Context: an optimization exercise on an open-source flow, tuned for small area and a short achievable clock period. The choices shown serve that exercise and are no tape-out recipe. In this exercise RTL edits were held to simulation tests only and were not proved equivalent to the original. No activity file was given, so power comes from the tool's default toggle rates.

// rab_top
module rab_top (
  input  logic        Clk_CI,
  input  logic        Rst_RBI,
  input  logic [31:0] port1_addr,
  input  logic [7:0]  port1_len,
  input  logic [2:0]  port1_size,
  input  logic        port1_rw,
  input  logic [5:0]  port1_ctrl,
  input  logic [31:0] port2_addr,
  input  logic [7:0]  port2_len,
  input  logic [2:0]  port2_size,
  input  logic        port2_rw,
  input  logic [5:0]  port2_ctrl,
  input  logic        port1_valid,
  input  logic        port2_valid,
  input  logic        port1_sent,
  input  logic        port2_sent,
  input  logic        cfg_wen,
  input  logic [3:0]  cfg_addr,
  input  logic [63:0] cfg_data,
  output logic        port1_accept,
  output logic        port1_drop,
  output logic        port2_accept,
  output logic        port2_drop,
  output logic        int_miss,
  output logic        int_prot,
  output logic        int_multi,
  output logic [39:0] out_addr
);
clock: 16.0 ns
lec_check: 0
cap_margin: 20
core_margin: 2
core_utilization: 40
setup_slack_margin: 5
slew_margin: 20
run.sh (not shown) runs the stock make flow with config.mk's settings and CLKGATE_MAP_FILE= SYNTH_SCRIPT=/design/flow/synth_recipe.tcl, a recipe that flattens the netlist after the stock synthesis.
The starting point finished with timing, DRC and antenna clean.
Next try:
CORE_UTILIZATION = 60   (was 40)
=>
- area after synthesis is unchanged
- total power increases by 1.5%
- clock power hardly moves
- first-iteration DRC count climbs by 45%
- worst hold slack gets worse by 0.0045 ns
- sequential share of layout area climbs by 0.14 points
- final area drops by 0.35%
- sequential power hardly moves
Next try:
CORE_UTILIZATION = 40   (was 60)
SETUP_SLACK_MARGIN = default   (was 5)
Total power went down by 8.2%; clock-buffer cell count went down by 2; clock power went up by about 8%.

rab_top, a different RTL version from the one above (not shown whole).
Size: ~2900 cells after synthesis, ~550 flip-flops.
export LEC_CHECK = 0
export ABC_AREA = 1
export CAP_MARGIN = 20
export CORE_MARGIN = 2
export CORE_UTILIZATION = 55
export CTS_CLUSTER_DIAMETER = 60
export CTS_CLUSTER_SIZE = 25
export PLACE_DENSITY = 0.75
export SETUP_SLACK_MARGIN = 5
export SLEW_MARGIN = 20
create_clock -name core_clock -period 16.0 [get_ports {Clk_CI}]
Rerun with:
==> flow/flow/run.sh (new file) <==
#!/bin/bash
set -euo pipefail
bash standard.sh SETUP_SLACK_MARGIN=8.5 "BUFFER_PORTS_ARGS=-buffer_cell sky130_fd_sc_hd__buf_1" finish > standard.log 2>&1
==> flow/standard.sh (new file) <==
#!/bin/bash
# synth_recipe.tcl (not shown) runs the flow's synth.tcl, then flattens the netlist and writes it again
# the make line also repeats each setting of config.mk as NAME=value (left out here)
make -C /OpenROAD-flow-scripts/flow DESIGN_CONFIG=/design/flow/config.mk WORK_HOME=/design/flow/orfs CLKGATE_MAP_FILE= SYNTH_SCRIPT=/design/flow/synth_recipe.tcl "${@:-finish}"
removed: flow/run.sh
Effect:
- critical path depth goes down by 6
- combinational power goes down by about 6%
- utilization goes down by 0.63 points
- synthesized area stays the same
- total power goes down by 4.5%
- sequential power hardly moves
- worst hold slack got worse by 19 ps
- wire length goes up by 2.8%
- clock skew goes up by 8.5 ps
- setup slack improved by 1700 ps
- clock power goes down by about 7%
Rerun with:
==> flow/flow/run.sh (replaced) <==
#!/bin/bash
set -euo pipefail
bash standard.sh SETUP_SLACK_MARGIN=8 "BUFFER_PORTS_ARGS=-buffer_cell sky130_fd_sc_hd__buf_1" finish > standard.log 2>&1
- maximum frequency decreases by 4.9%
- total power decreases by 4.1%
- worst setup slack is worse by 380 ps
- clock power hardly moves
- routed wire length decreases by 3.0%
- critical path depth increases by 8
- via count decreases by 1.6%
- clock skew barely changes
- utilization decreases by 1.3 points

== v6 ==
Another version of the RTL of rab_top (not shown whole).
For scale: about 550 flip-flops, about 220 I/O pins, about 0.031 mm² of cells after synthesis.
==> flow/config.mk <==
export PLATFORM = sky130hd
export DESIGN_NAME = rab_top
export DESIGN_NICKNAME = rab_top
export VERILOG_FILES = /design/flow/design.v
export SDC_FILE = /design/flow/constraint.sdc
export NUM_CORES = 4
export LEC_CHECK = 0
export ABC_AREA = 1
export CAP_MARGIN = 20
export CORE_MARGIN = 2
export CORE_UTILIZATION = 40
export SETUP_SLACK_MARGIN = 5
export SLEW_MARGIN = 20
==> flow/constraint.sdc <==
create_clock -name core_clock -period 16.0 [get_ports {Clk_CI}]
set_input_delay 3.2000 -clock core_clock [delete_from_list [all_inputs] [get_ports {Clk_CI}]]
set_output_delay 3.2000 -clock core_clock [all_outputs]
set_load 0.01 [all_outputs]
standard.sh (not shown) runs the stock make flow with config.mk's settings and CLKGATE_MAP_FILE= SYNTH_SCRIPT=/design/flow/synth_recipe.tcl, a recipe that flattens the netlist after the stock synthesis.
==> flow/flow/run.sh <==
#!/bin/bash
set -euo pipefail
bash standard.sh SETUP_SLACK_MARGIN=8 finish > standard.log 2>&1
## Diff of input files: v7 against v6
# v6
export LEC_CHECK = 0
export ABC_AREA = 1
export CAP_MARGIN = 20
export CORE_MARGIN = 2
export CORE_UTILIZATION = 40
export SETUP_SLACK_MARGIN = 5
export SLEW_MARGIN = 20
create_clock -name core_clock -period 16.0 [get_ports {Clk_CI}]
# v7
export LEC_CHECK = 0
export ABC_AREA = 1
export CAP_MARGIN = 20
export CORE_MARGIN = 2
export CORE_UTILIZATION = 40
export CTS_CLUSTER_DIAMETER = 60
export CTS_CLUSTER_SIZE = 25
export SETUP_SLACK_MARGIN = 5
export SLEW_MARGIN = 20
create_clock -name core_clock -period 16.0 [get_ports {Clk_CI}]
==> flow/flow/run.sh <==
#!/bin/bash
set -euo pipefail
bash standard.sh SETUP_SLACK_MARGIN=8 "BUFFER_PORTS_ARGS=-buffer_cell sky130_fd_sc_hd__buf_1" finish > standard.log 2>&1
==> summary.txt <==
- Maximum number of pins on one net before global-route repair for v7: 3.5% down relative to v6
- v7 vs v6: routed wire length down in v7
- v7 ends up with a clock latency reported for the late side of the worst-skew pair that is 0.02 ns lower than in v6.
- Summary of v7 over v6: highest attainable clock frequency now larger, worst-case hold slack went up 0.0031 ns, count of cells resized by post-cts repair went down by 36, time the final worst path needs with I/O delays and setup now smaller, maximum vdd drop dropped about 35%.
- Logic gate share of total power (higher): v6

[what the ideal ports hide]
In the flow no input, the clock included, has a driving cell. The finished layouts below were timed again as built, in two steps.
Step 1 sets driving cells, clkbuf_16 on the clock port and buf_2 on the other inputs (assumed; they add their load-dependent delay and slew).
Step 2 times the ports against the registers' clock, not the clock port: input delays grow and output delays shrink by t, the midpoint of the rising clock arrivals with the driver on.
Three values: ideal, step 1, step 2; two values: the first two.
run	shift t [ns]	slack for setup (ns)	worst register clock-pin slew, ns	cell pins on the clock port's net
the first run of note 1	0.651	3.313 / 3.327 / 2.675	0.07 / 0.07	1
the second run of note 1	0.669	3.357 / 3.357 / 2.688	0.07 / 0.07	1
the third run of note 1	0.667	0.790 / 0.832 / 0.165	0.07 / 0.07	1
the first run of note 2	0.653	6.958 / 6.994 / 6.341	0.10 / 0.10	1
the second run of note 2	0.637	8.621 / 8.565 / 8.034	0.09 / 0.09	1
the third run of note 2	0.632	8.240 / 8.226 / 7.639	0.09 / 0.09	1
v6	0.684	8.186 / 8.134 / 7.537	0.07 / 0.07	1
v7	0.662	8.228 / 8.219 / 7.598	0.10 / 0.10	1
After both steps setup and hold are still met in every run listed. For the second run of note 1, which loses most, drivers alone change the setup slack by 0.000 ns; drivers and shift together by -0.669 ns.
